Context: an optimization exercise on an open-source flow, tuned for small area. The choices shown serve that exercise and are no tape-out recipe.
Only simulation tests tie the RTL to the original design; equivalence was not proved.
Power and IR drop assume default switching activity.

==> flow/design.v <==
package rv_pkg;
	typedef logic [32-1:0] word_t;  
	typedef logic [31:0] instr_t;  
	typedef logic [$clog2(32)-1:0] reg_idx_t;  
	typedef logic [3:0] alu_op_t;  
	typedef struct packed {
		alu_op_t op;  
		word_t a;  
		word_t b;  
		reg_idx_t rd;  
		logic write;  
		logic illegal;  
	} dec_op_t;
	typedef struct packed {
		reg_idx_t rd;  
		word_t value;  
		logic write;  
		logic illegal;  
	} result_t;
endpackage
`timescale 1ns/1ns
module int_core_top (
	input logic clk,
	input logic rst,
	input logic in_valid,
	output logic in_ready,
	input logic [31:0] in_instr,
	output logic res_valid,
	input logic res_ready,
	output logic [4:0] res_rd,
	output logic [31:0] res_value,
	output logic res_write,
	output logic res_illegal
);
	logic [4:0] ph;  
	logic clr;  
	logic v0;  
	logic rdy2;  
	logic in2;  
	logic cy;  
	logic lt;  
	logic [4:0] sh;  
	logic [31:0] opa;  
	logic res_w;
	logic [6:0] opcode;
	logic [2:0] f3;
	logic [6:0] f7;
	logic [4:0] rd, rs1, rs2;
	logic is_op, is_imm, is_lui, legal, inv_b;
	assign opcode = in_instr[6:0];
	assign f3 = in_instr[14:12];
	assign f7 = in_instr[31:25];
	assign rd = in_instr[11:7];
	assign rs1 = in_instr[19:15];
	assign rs2 = in_instr[24:20];
	assign is_op = (opcode == 7'b0110011);
	assign is_imm = (opcode == 7'b0010011);
	assign is_lui = (opcode == 7'b0110111);
	always_comb begin
		legal = is_lui;
		if (is_op)
			legal = (f7 == 7'h00) || (f7 == 7'h20 && (f3 == 3'd0 || f3 == 3'd5));
		if (is_imm)
			legal = (f3 == 3'd1) ? (f7 == 7'h00) :
				(f3 == 3'd5) ? (f7 == 7'h00 || f7 == 7'h20) : 1'b1;
	end
	assign inv_b = (is_op && f3 == 3'd0 && f7[5]) || f3 == 3'd2 || f3 == 3'd3;
	logic [31:0] tail;  
	logic [31:0] wsel;  
	logic wbit;
	logic [31:0] ring [1:31];
	assign tail[0] = 1'b0;
	genvar r;
	generate
		for (r = 1; r < 32; r++) begin : g_ring
			assign tail[r] = ring[r][0];
			always_ff @(posedge clk) begin
				ring[r] <= {wsel[r] ? wbit : ring[r][0], ring[r][31:1]};
			end
		end
	endgenerate
	logic a_bit, b_reg, b_bit, imm_bit;
	assign a_bit = tail[rs1] & !clr;
	assign b_reg = tail[rs2] & !clr;
	always_comb begin
		if (is_lui)
			imm_bit = (ph >= 5'd12) ? in_instr[ph] : 1'b0;
		else
			imm_bit = (ph < 5'd12) ? in_instr[5'd20 + ph] : in_instr[31];
	end
	assign b_bit = is_op ? b_reg : imm_bit;
	logic bb, cin, sum, cout;
	assign bb = b_bit ^ inv_b;
	assign cin = (ph == 5'd0) ? inv_b : cy;
	assign sum = a_bit ^ bb ^ cin;
	assign cout = (a_bit & bb) | (a_bit & cin) | (bb & cin);
	logic [4:0] sidx;
	logic [5:0] spos;
	logic sfill, sbit;
	assign sidx = f3[2] ? sh : (5'd0 - sh);
	assign spos = {1'b0, ph} + {1'b0, sh};  
	always_comb begin
		if (f3[2])
			sbit = spos[5] ? (f7[5] & res_value[31]) : opa[sidx];
		else
			sbit = (ph < sh) ? 1'b0 : opa[sidx];
	end
	logic rbit;
	always_comb begin
		case (f3)
			3'd0: rbit = sum;
			3'd1: rbit = sbit;
			3'd2, 3'd3: rbit = (ph == 5'd0) & lt;
			3'd4: rbit = a_bit ^ b_bit;
			3'd5: rbit = sbit;
			3'd6: rbit = a_bit | b_bit;
			default: rbit = a_bit & b_bit;
		endcase
		if (is_lui)
			rbit = b_bit;
		if (!legal)
			rbit = 1'b0;
	end
	logic go2, act2, accept;
	assign go2 = rdy2 && (!res_valid || res_ready);
	assign act2 = ((ph == 5'd0) ? go2 : in2) && in_valid;
	assign accept = act2 && ph == 5'd31;
	assign in_ready = accept;
	assign wbit = rbit & !clr;
	always_comb begin
		for (int i = 0; i < 32; i++)
			wsel[i] = clr || (act2 && legal && rd == i[4:0]);
	end
	always_ff @(posedge clk) begin
		if (rst) begin
			ph <= 5'd0;
			clr <= 1'b1;
			rdy2 <= 1'b0;
			in2 <= 1'b0;
			res_valid <= 1'b0;
		end else begin
			ph <= ph + 5'd1;
			if (ph == 5'd31)
				clr <= 1'b0;
			if (!in_valid)
				rdy2 <= 1'b0;
			else if (ph == 5'd31)
				rdy2 <= !accept && (rdy2 || v0);
			in2 <= act2 && ph != 5'd31;
			if (accept)
				res_valid <= 1'b1;
			else if (res_ready)
				res_valid <= 1'b0;
		end
	end
	always_ff @(posedge clk) begin
		v0 <= in_valid && (ph == 5'd0 || v0);
		cy <= cout;
		if (ph == 5'd31)
			lt <= f3[0] ? !cout : ((a_bit ^ b_bit) ? a_bit : !cout);
		for (int i = 0; i < 5; i++)
			if (ph == i[4:0])
				sh[i] <= b_bit;
		opa <= {a_bit, opa[31:1]};
		if (act2)
			res_value <= {rbit, res_value[31:1]};
		if (accept) begin
			res_rd <= rd;
			res_w <= legal;
		end
	end
	assign res_write = res_w;
	assign res_illegal = !res_w;
endmodule
==> flow/run.sh <==
#!/bin/bash
# synth_recipe.tcl (not shown) runs the flow's synth.tcl, then flattens the netlist and writes it again
# the make line also repeats each setting of config.mk as NAME=value (left out here)
make -C /OpenROAD-flow-scripts/flow DESIGN_CONFIG=/design/flow/config.mk WORK_HOME=/design/flow/orfs CLKGATE_MAP_FILE= SYNTH_SCRIPT=/design/flow/synth_recipe.tcl finish
==> flow/config.mk <==
export PLATFORM = sky130hd
export DESIGN_NAME = int_core_top
export DESIGN_NICKNAME = int_core_top
export VERILOG_FILES = /design/flow/design.v
export SDC_FILE = /design/flow/constraint.sdc
export NUM_CORES = 4
export LEC_CHECK = 0
export CAP_MARGIN = 20
export CORE_MARGIN = 2
export CORE_UTILIZATION = 40
export SLEW_MARGIN = 20
==> flow/constraint.sdc <==
create_clock -name core_clock -period 6.0 [get_ports {clk}]
set_input_delay 1.2000 -clock core_clock [delete_from_list [all_inputs] [get_ports {clk}]]
set_output_delay 1.2000 -clock core_clock [all_outputs]
set_load 0.01 [all_outputs]
==> results of run 1 <==
## flip-flops by register name, summed over array words and instances (netlist names)
register / cells
ring: 992
opa: 32
res_value: 32
ph: 5
res_rd: 5
sh: 5
clr: 1
cy: 1
in2: 1
lt: 1
rdy2: 1
res_valid: 1
res_w: 1
v0: 1
## logic make-up after synthesis
kind of cell	share of synthesized area, %
simple gates	2.571
flops	87.95
fa+ha+maj	1.029
compound gates	3.355
buf+inv	0.8587
xor+xnor	0.3146
mux	3.919
## worst max-delay path: cells and delay by family
family,cells,cell delay (ps)
AO/OA/AOI/OAI,6,880
XOR/XNOR,1,210
adder cells (fa/ha/maj),1,500
buffers and inverters,2,840
multiplexers,2,1030
AND/OR/NAND/NOR,3,760
## cells in the final DEF, fill, tap and decap left out, types with 5 or more instances in the layout
master / synthesis / routed
and2_1: 6 / 6
a31oi_1: 6 / 6
mux2i_1: 16 / 16
nor2b_1: 15 / 15
nand2_1: 15 / 15
dfxtp_1: 1035 / 1035
nor2_1: 22 / 22
ha_1: 19 / 19
clkdlybuf4s50_1: 0 / 76
o21ai_0: 18 / 18
inv_1: 21 / 21
mux4_2: 30 / 30
clkbuf_8: 0 / 18
nor3_1: 10 / 10
xnor2_1: 9 / 9
clkbuf_16: 0 / 99
clkbuf_1: 20 / 22
nand4_1: 6 / 6
nand2b_1: 12 / 12
buf_4: 2 / 15
edfxtp_1: 44 / 44
o31ai_1: 13 / 13
o41ai_2: 5 / 5
bufinv_16: 0 / 8
mux2_2: 11 / 11
a21oi_1: 37 / 37
clkinv_2: 0 / 11
nand3_1: 6 / 6
a311oi_1: 12 / 12
## report_power, final
part	internal, mW	leakage, nW	switching (mW)	total [mW]
Combinational	0.0920	1.39	0.106	0.198
Sequential	7.21	8.73	0.0110	7.22
Clock	3.65	1.63	2.55	6.20
Total	11.0	11.7	2.67	13.6
## layer usage
| metal | up-vias | part of all wire, % | routed length (um) |
|---|---|---|---|
| li1 | 5171 | - | - |
| met1 | 5055 | 49 | 17830 |
| met2 | 276 | 41 | 14930 |
| met3 | 90 | 7.4 | 2685 |
| met4 | 0 | 2.7 | 974 |
| met5 | - | 0 | 0 |
## final cells by class
| cell class | instances | area (sq um) | area share (%) |
|---|---|---|---|
| sequential | 1079 | 22040 | 72.95 |
| clock buffer | 139 | 2808 | 9.293 |
| antenna | 4 | 10.01 | 0.03313 |
| tap | 837 | 1047 | 3.466 |
| multi-input combinational | 319 | 2815 | 9.318 |
| timing repair buffer | 91 | 873.3 | 2.891 |
| inverter | 21 | 78.83 | 0.2609 |
| clock inverter | 37 | 539.3 | 1.785 |
## worst max path at each step
stage / start / end / slack, ps / cells past startpoint
2_1_floorplan: in_instr[20] / res_value[31] / 980 / 15
3_3_place_gp: in_instr[20] / res_value[31] / 330 / 15
3_5_place_dp: in_instr[20] / res_value[31] / 300 / 15
4_1_cts: in_instr[20] / res_value[31] / 970 / 15
5_1_grt: in_instr[20] / res_value[31] / 600 / 15
6_report: in_instr[20] / res_value[31] / 930 / 15
==> impl_metrics.tcl, run 1 <==
set metrics [dict create \
    io_buffers 76 \
    drt_iter0_markers 597 \
    synth_warnings 2 \
    viasPerCell 4.192 \
    fin_cells 2527 \
    rrSetupSlack_ps 1300 \
    antenna_found_initial 1 \
    die_x_um 254.3 \
    tightest_slew_ps 782.8 \
    min_path_cells 0 \
    post-route-util_pct 48.87 \
    seq_area_frac_synth_pct 87.95 \
    cts.htree.levels 3 \
    syn2layout_area_growth_pct 20.56 \
    track_usage_pct 11.43 \
    post-place-ws_ps 296.3 \
    ys_types 60 \
    io_pins 77 \
    rsz0062_at_grt "false" \
    maxCapViolCount 0 \
    cts_tree "done" \
    cp.arrival_ps 5430 \
    ant_nets 0 \
    synth_fp_nets 1504 \
    ys.flop_type "dfxtp_1" \
    synth-edff-count 44 \
    met2_usage_pct 16.39 \
    grt-ovfl-total 0 \
    wire_per_inst_um 14.41 \
    synth_top_area_share_pct 82.68 \
    slowest_stage "clkdlybuf4s50_1" \
    fin_area_sq_mm 0.03021 \
    gr-usage-met1_pct 15.74 \
    rows 91 \
    ys_top_cells_by_count "1,035 x dfxtp_1, 44 x edfxtp_1, 37 x a21oi_1" \
    crit_fanout 7 \
    ir_worst_vdd_mv 0.2806 \
    async_flop_share_pct 0 \
    syn_avg_cell_area_sq_um 17.31 \
    grt_pass1_vias 10450 \
    r2r_cells 14 \
    cp.required_ps 6360 \
    synth_area_leader_cell "dfxtp_1" \
    wl_mm 36.42 \
    finalHoldViolations 0 \
    critPathKind "in2reg" \
    grt.busiest_layer "met2" \
    powerDensity_mw_per_mm2 450.8 \
    cp_cell_sequence "clkdlybuf4s50_1 -> mux4_2 -> mux4_2 -> nand2_1 -> o21ai_0 -> nand3b_1 -> o211ai_1 -> xnor2_1 -> fa_1 -> o21ai_0 -> a32o_1 -> o211ai_1 -> a21oi_1 -> nor3_2 -> inv_1" \
    r2r_end "res_value[31]" \
    fmax_ghz 0.1972 \
    status "timing/DRC/antenna clean" \
    setup_viol 0 \
    cts_buffers 96 \
    place_area_sq_mm 0.02686 \
    slew_viol_final 0 \
    grtUsageMet3_pct 3.991 \
    die-area_sq_mm 0.06467 \
    dpl.hpwl_mm 22.50 \
    drt_pre_antenna_iters 6 \
    placed_cells 2347 \
    slew_headroom_pct 47.44 \
    route.detailed.drc 0 \
    post_cts_buffers 0 \
    coreArea_sq_mm 0.06183 \
    start_kind "primary input" \
    finalClockSkew_ps 17.40 \
    holdPathEnd "ring[14][6]" \
    die-height_um 254.3 \
    period_minus_slack_ps 5071 \
    hold_ws_ps 311.6 \
    grt_pass1_wl_mm 56.93 \
    fin_ws_ps 929.4 \
    post-synth-top-count-cell "dfxtp_1" \
    root_buffer "clkbuf_16" \
    hold_path_class "reg2reg" \
    fillers 5079 \
    cts_resized 0 \
    ctsHoldBuffers 0 \
    cts.sinks 1079 \
    setup_tns_ps 0 \
    drive_gt1_share_pct 13.40 \
    finalCritPeriodShare_pct 84.51 \
    syn-cell-area_sq_mm 0.02506 \
    endpoint_kind "flop" \
    p_leak_nw 11.75 \
    nets 1664 \
    netlist_instances 1448 \
    gp_congestion 0.8108 \
    max_stage_delay_ps 760 \
    power_mw 13.62 \
    synth_seq_cells 1079 \
    routed-via-count 10590 \
    clk_pin_slew_worst_paths_ps 60 \
    clk_latency_ps 630 \
    grt_max_degree 36 \
    initial_core_util_pct 40.53 \
    worstHoldStart "ring[14][7]" \
    clockBufferDepth 3 \
    r2r_start "ph[0]" \
    synthTopCellsByArea "dfxtp_1 83%, edfxtp_1 5.3%, mux4_2 2.7%" \
]
==> run 2, diff against run 1 <==
--- a/flow/config.mk
+++ b/flow/config.mk
@@ -8,4 +8,5 @@
 export CAP_MARGIN = 20
 export CORE_MARGIN = 2
 export CORE_UTILIZATION = 40
+export CTS_BUF_LIST = sky130_fd_sc_hd__clkbuf_4
 export SLEW_MARGIN = 20
==> impl_metrics.tcl, run 2 <==
set metrics [dict create \
    dpl.hpwl_mm 22.50 \
    hold_path_class "reg2reg" \
    cp.arrival_ps 3710 \
    post-place-ws_ps 296.3 \
    root_buffer "clkbuf_4" \
    post-synth-top-count-cell "dfxtp_1" \
    synth_fp_nets 1504 \
    viasPerCell 4.153 \
    ys.flop_type "dfxtp_1" \
    fmax_ghz 0.2036 \
    synth_area_leader_cell "dfxtp_1" \
    top_register "ring" \
    grt_pass1_vias 12060 \
    cp.required_ps 4800 \
    route.detailed.drc 0 \
    synth_mux_area_share_pct 3.919 \
    crit_fanout 12 \
    ant_nets 0 \
    worstHoldStart "ring[29][2]" \
    io_buffers 76 \
    synth_warnings 2 \
    slowest_stage "clkdlybuf4s50_1" \
    coreArea_sq_mm 0.06183 \
    synth_top_family_by_area "multiplexers" \
    post_cts_buffers 0 \
    clk_pin_slew_worst_paths_ps 60 \
    initial_core_util_pct 40.53 \
    netlist_instances 1448 \
    r2r_start "ph[0]" \
    async_flop_share_pct 0 \
    hold_ws_ps 259.9 \
    crit_path_frequent_cell "inv_1" \
    fillers 5323 \
    seq_area_frac_synth_pct 87.95 \
    drt_iter0_markers 538 \
    finalHoldViolations 0 \
    cts_buffers 274 \
    finalClockSkew_ps 85.10 \
    drt_pre_antenna_iters 5 \
    powerDensity_mw_per_mm2 432.7 \
    die-height_um 254.3 \
    rsz0062_at_grt "false" \
    syn2layout_area_growth_pct 19.93 \
    ys_top_cells_by_count "1,035 x dfxtp_1, 44 x edfxtp_1, 37 x a21oi_1" \
    final_cell_mix "1,035 x dfxtp_1, 385 x clkbuf_4, 76 x clkdlybuf4s50_1" \
    io_pins 77 \
    largest_reg_flops 992 \
    grt-ovfl-total 0 \
    syn_avg_cell_area_sq_um 17.31 \
    die-area_sq_mm 0.06467 \
    clockBufferDepth 4 \
    clk_latency_ps 990 \
    gp_congestion 0.8108 \
    slew_headroom_pct 47.17 \
    grt_max_degree 36 \
    antenna_found_initial 3 \
    routed-via-count 11600 \
    cp_top_family "buffers and inverters" \
    slew_viol_final 0 \
    cts_tree "done" \
    synth_fa_ha_area_share_pct 1.029 \
    cts_resized 0 \
    grt_pass1_wl_mm 60.29 \
    synth-xor-area-share_pct 0.3145 \
    setup_tns_ps 0 \
    synth_seq_cells 1079 \
    setup_viol 0 \
    synthTopCellsByArea "dfxtp_1 83%, edfxtp_1 5.3%, mux4_2 2.7%" \
    critPathKind "reg2out" \
    maxCapViolCount 0 \
    fin_ws_ps 1088 \
    max_stage_delay_ps 650 \
    syn-cell-area_sq_mm 0.02506 \
    synth_compound_area_share_pct 3.355 \
    wire_per_inst_um 13.51 \
    ir_worst_vdd_mv 0.2167 \
    endpoint_kind "output pin" \
    mostFrequentLayoutCell "dfxtp_1" \
    synth_top_area_share_pct 82.68 \
    ys_types 60 \
    die_x_um 254.3 \
    finalCritPeriodShare_pct 81.87 \
    track_usage_pct 12.17 \
    rows 91 \
    status "timing/DRC/antenna clean" \
    start_kind "flop" \
    crit_buf_inv 4 \
    cts.sinks 1079 \
    nets 1842 \
    period_minus_slack_ps 4912 \
    wl_mm 37.74 \
    ctsHoldBuffers 0 \
    tightest_slew_ps 786.8 \
    cp_cell_sequence "inv_1 -> ha_1 -> nand3b_1 -> inv_1 -> nand3_1 -> a21boi_4 -> nand2_1 -> inv_1 -> clkdlybuf4s50_1" \
    synthSimpleGateAreaFrac_pct 2.571 \
    cts.htree.levels 5 \
    top_regs "ring (992), opa (32), res_value (32)" \
    crit_start "ph[3]" \
    synth-edff-count 44 \
    drive_gt1_share_pct 24.17 \
    p_leak_nw 12.03 \
]
-- run 2: cell types whose count changed in the layout (fill, tap and decap cells not counted), sizes merged --
| cell | delta |
|---|---|
| bufinv | -5 |
| clkbuf | +246 |
| clkinv | +23 |
| clkinvlp | -2 |
| diode | +4 |
| inv | +1 |
-- run 2: power breakdown --
group / total, mW / leakage [nW] / internal (mW) / switching, mW
Combinational: 0.198 / 1.39 / 0.0920 / 0.106
Sequential: 7.22 / 8.73 / 7.21 / 0.0110
Clock: 5.58 / 1.92 / 3.06 / 2.52
Total: 13.0 / 12.0 / 10.4 / 2.64
-- run 2: per-stage QoR --
| stage | instance area (sq um) | power, mW | cells | utilization (%) |
|---|---|---|---|---|
| 2_1_floorplan | 25060 | 7.511 | 1448 | - |
| 3_3_place_gp | 26860 | 7.582 | 2347 | 43.44 |
| 3_5_place_dp | 26860 | 7.582 | 2347 | 43.44 |
| 4_1_cts | 30040 | 13.27 | 2786 | 48.58 |
| 5_1_grt | 30040 | 13.67 | 2788 | 48.59 |
| 6_report | 30060 | 13.00 | 2794 | 48.61 |
-- run 2: final timing paths --
check                                      to  slack (ps)  cells after the start
worst max-delay path                 in_ready        1090                      9
worst min-delay path              ring[29][1]         260                      0
worst max register to register  res_value[31]        1350                     14
worst min register to register    ring[29][1]         260                      0
-- run 2: per-layer routing --
| layer | share of wire, % | vias to the layer above | GRT usage, % |
|---|---|---|---|
| li1 | - | 5684 | - |
| met1 | 47 | 5494 | 15.28 |
| met5 | 0 | - | 0 |
| met3 | 7.3 | 72 | 5.154 |
| met2 | 43 | 353 | 16.98 |
| met4 | 2.1 | 0 | 8.235 |
-- run 2: layout make-up --
type / instances / area [sq um] / share of cell area, %
timing repair buffer: 91 / 873.3 / 2.906
clock buffer: 385 / 2890 / 9.617
clock inverter: 54 / 289.0 / 0.9617
sequential: 1079 / 22040 / 73.34
inverter: 21 / 78.83 / 0.2623
multi-input combinational: 319 / 2815 / 9.367
tap: 837 / 1047 / 3.484
antenna: 8 / 20.02 / 0.06661
-- run 2: worst register-to-register path, stage by stage, from the launching register on --
cell      delay, ps
dfxtp_1         600
buf_4           310
mux4_2          540
nand4_1         100
nand4_1         120
o31ai_1         470
o211ai_1        240
xnor2_1         210
fa_1            500
o21ai_0          80
a32o_1          210
o211ai_1        220
a21oi_1         150
nor3_2          560
inv_1            80
-- run 2: cells by family (layout without fill, tap and decap cells) --
group / Yosys count / after routing
compound gates: 118 / 118
xor+xnor: 9 / 9
fa+ha+maj: 20 / 20
buf+inv: 50 / 551
flops: 1079 / 1079
mux: 58 / 58
other cells: 0 / 8
simple gates: 114 / 114
==> run 3, diff against run 2 <==
--- a/flow/config.mk
+++ b/flow/config.mk
@@ -8,5 +8,5 @@
 export CAP_MARGIN = 20
 export CORE_MARGIN = 2
 export CORE_UTILIZATION = 40
-export CTS_BUF_LIST = sky130_fd_sc_hd__clkbuf_4
+export CTS_BUF_LIST = sky130_fd_sc_hd__clkbuf_8
 export SLEW_MARGIN = 20
==> impl_metrics.tcl, run 3 <==
set metrics [dict create \
    status "timing/DRC/antenna clean" \
    cts_tree "done" \
    die_x_um 254.3 \
    rrSetupSlack_ps 1260 \
    finalCritPeriodShare_pct 82.70 \
    cts.htree.levels 4 \
    antenna_found_initial 1 \
    synthTopCellsByArea "dfxtp_1 83%, edfxtp_1 5.3%, mux4_2 2.7%" \
    largest_reg_flops 992 \
    period_minus_slack_ps 4962 \
    ys.flop_type "dfxtp_1" \
    initial_core_util_pct 40.53 \
    syn_avg_cell_area_sq_um 17.31 \
    wire_per_inst_um 14.00 \
    synth_warnings 2 \
    maxCapViolCount 0 \
    synth-edff-count 44 \
    crit_buf_inv 2 \
    cts.sinks 1079 \
    cp.arrival_ps 5450 \
    rsz0062_at_grt "false" \
    wl_mm 36.78 \
    cp_cell_sequence "clkdlybuf4s50_1 -> mux4_2 -> mux4_2 -> nand2_1 -> o21ai_0 -> nand3b_1 -> o211ai_1 -> xnor2_1 -> fa_1 -> o21ai_0 -> a32o_1 -> o211ai_1 -> a21oi_1 -> nor3_2 -> inv_1" \
    synth_area_leader_cell "dfxtp_1" \
    r2r_start "ph[0]" \
    r2r_end "res_value[31]" \
    io_buffers 76 \
    synth_top_area_share_pct 82.68 \
    async_flop_share_pct 0 \
    track_usage_pct 11.73 \
    nets 1723 \
    hold_path_class "reg2reg" \
    hold_ws_ps 293.3 \
    clockBufferDepth 3 \
    placed_cells 2347 \
    syn2layout_area_growth_pct 20.23 \
    netlist_instances 1448 \
    critPathKind "in2reg" \
    final_cell_mix "1,035 x dfxtp_1, 187 x clkbuf_8, 76 x clkdlybuf4s50_1" \
    place_area_sq_mm 0.02686 \
    r2r_cells 14 \
    slew_viol_final 0 \
    fin_cells 2626 \
    cp.required_ps 6490 \
    p_leak_nw 11.97 \
    cp_top_family "multiplexers" \
    fin_area_sq_mm 0.03013 \
    top_regs "ring (992), opa (32), res_value (32)" \
    root_buffer "clkbuf_8" \
    synth_seq_cells 1079 \
    setup_tns_ps 0 \
    rows 91 \
    tightest_slew_ps 787.2 \
    routed-via-count 10920 \
    grt-ovfl-total 0 \
    gp_congestion 0.8108 \
    clk_pin_slew_worst_paths_ps 70 \
    cp-endpoint "res_value[31]" \
    post-synth-top-count-cell "dfxtp_1" \
    max_stage_delay_ps 780 \
    finalHoldViolations 0 \
    die-area_sq_mm 0.06467 \
    crit_cells 15 \
    crit_start "in_instr[20]" \
    powerDensity_mw_per_mm2 438.5 \
    ys_types 60 \
    grt_max_degree 36 \
    ctsHoldBuffers 0 \
    route.detailed.drc 0 \
    io_pins 77 \
    drt_iter0_markers 486 \
    post_cts_buffers 0 \
    drt_pre_antenna_iters 5 \
    dpl.hpwl_mm 22.50 \
    grt_pass1_wl_mm 57.70 \
    synth_fp_nets 1504 \
    die-height_um 254.3 \
    ir_worst_vdd_mv 0.1946 \
    seq_area_frac_synth_pct 87.95 \
    start_kind "primary input" \
    ant_nets 0 \
    grt_pass1_vias 10850 \
    endpoint_kind "flop" \
    setup_viol 0 \
    cts_resized 0 \
    crit_fanout 7 \
    syn-cell-area_sq_mm 0.02506 \
    clk_latency_ps 770 \
    drive_gt1_share_pct 16.64 \
    mostFrequentLayoutCell "dfxtp_1" \
    fmax_ghz 0.2015 \
    ys_top_cells_by_count "1,035 x dfxtp_1, 44 x edfxtp_1, 37 x a21oi_1" \
    finalClockSkew_ps 32.20 \
    slowest_stage "clkdlybuf4s50_1" \
    slew_headroom_pct 47.15 \
    top_register "ring" \
    viasPerCell 4.160 \
    coreArea_sq_mm 0.06183 \
    cts_buffers 155 \
]
[run 3: how the worst min path moves through the flow]
stage | startpoint | end | slack (ps) | depth (start not counted)
detailed placement | ring[1][23] | ring[1][22] | 310 | 0
finish | ring[9][17] | ring[9][16] | 290 | 0
global placement | ring[3][9] | ring[3][8] | 310 | 0
CTS | ring[11][23] | ring[11][22] | 290 | 0
floorplan | ring[10][1] | ring[10][0] | 310 | 0
global route | ring[9][17] | ring[9][16] | 290 | 0
[run 3: final cells by class]
type	instances	area, sq um
inverter	21	78.83
multi-input combinational	319	2815
tap	837	1047
clock buffer	187	2574
antenna	4	10.01
fill	5159	31700
sequential	1079	22040
clock inverter	88	689.4
timing repair buffer	91	873.3
[run 3: kinds of logic (layout without fill, tap and decap cells)]
logic type / after synthesis / count (layout) / synth area share [%]
DFF: 1079 / 1079 / 87.95
AOI/OAI and AO/OA: 118 / 118 / 3.355
and+or+nand+nor: 114 / 114 / 2.571
muxes: 58 / 58 / 3.919
buffers and inverters: 50 / 387 / 0.8587
adders and majority gates: 20 / 20 / 1.029
xor gates and xnor gates: 9 / 9 / 0.3146
other: 0 / 4 / 0
[run 3: stage by stage]
step	setup slack [ps]	util, %	power [mW]
after floorplan	978.3	-	7.511
after global placement	330.8	43.44	7.582
after detailed placement	296.3	43.44	7.582
after CTS	1111	48.72	13.42
after global routing	754.2	48.72	13.75
final	1038	48.73	13.21
[run 3: metal layers]
layer | up-vias | share of wire [%] | wire [um] | GRT usage, %
met4 | 0 | 2.7 | 996 | 6.151
met2 | 295 | 41 | 15220 | 16.47
met1 | 5221 | 49 | 18020 | 15.59
met5 | - | 0 | 0 | 0
li1 | 5317 | - | - | -
met3 | 91 | 6.9 | 2535 | 4.562
[run 3: report_power, final]
group          switching (mW)  total, mW  internal [mW]  leakage [nW]
sequential             0.0112       7.23           7.22          8.73
combinational           0.106      0.198         0.0920          1.39
clock                    2.64       5.79           3.15          1.85
total                    2.75       13.2           10.5          12.0

## port drivers added, routing unchanged
In the flow no input, the clock included, has a driving cell. The finished layouts below were timed again as built, in two steps.
Step 1, drivers: a clkbuf_16 drives clk and a buf_2 each remaining input, both assumed.
Step 2, shift: input delay + t, output delay - t, t = (earliest + latest rising clock arrival at the registers) / 2. This alone moves slack from input paths to output paths.
a / b / c = no drivers / after step 1 / after step 2; a / b = the first two.
run	shift t [ns]	setup WS [ns]	clock arrival spread, ns	worst register clock-pin slew, ns	worst slew at a driven data input, ns
run 1	0.670	0.929 / 0.946 / 0.276	0.030 / 0.030	0.07 / 0.07	0.12
run 2	0.986	1.088 / 1.040 / 0.261	0.133 / 0.132	0.07 / 0.07	0.12
run 3	0.801	1.038 / 1.055 / 0.253	0.040 / 0.041	0.07 / 0.07	0.13
After both steps setup and hold are still met in every run listed. For run 2, which loses most, drivers alone change the setup slack by -0.048 ns; drivers and shift together by -0.827 ns.
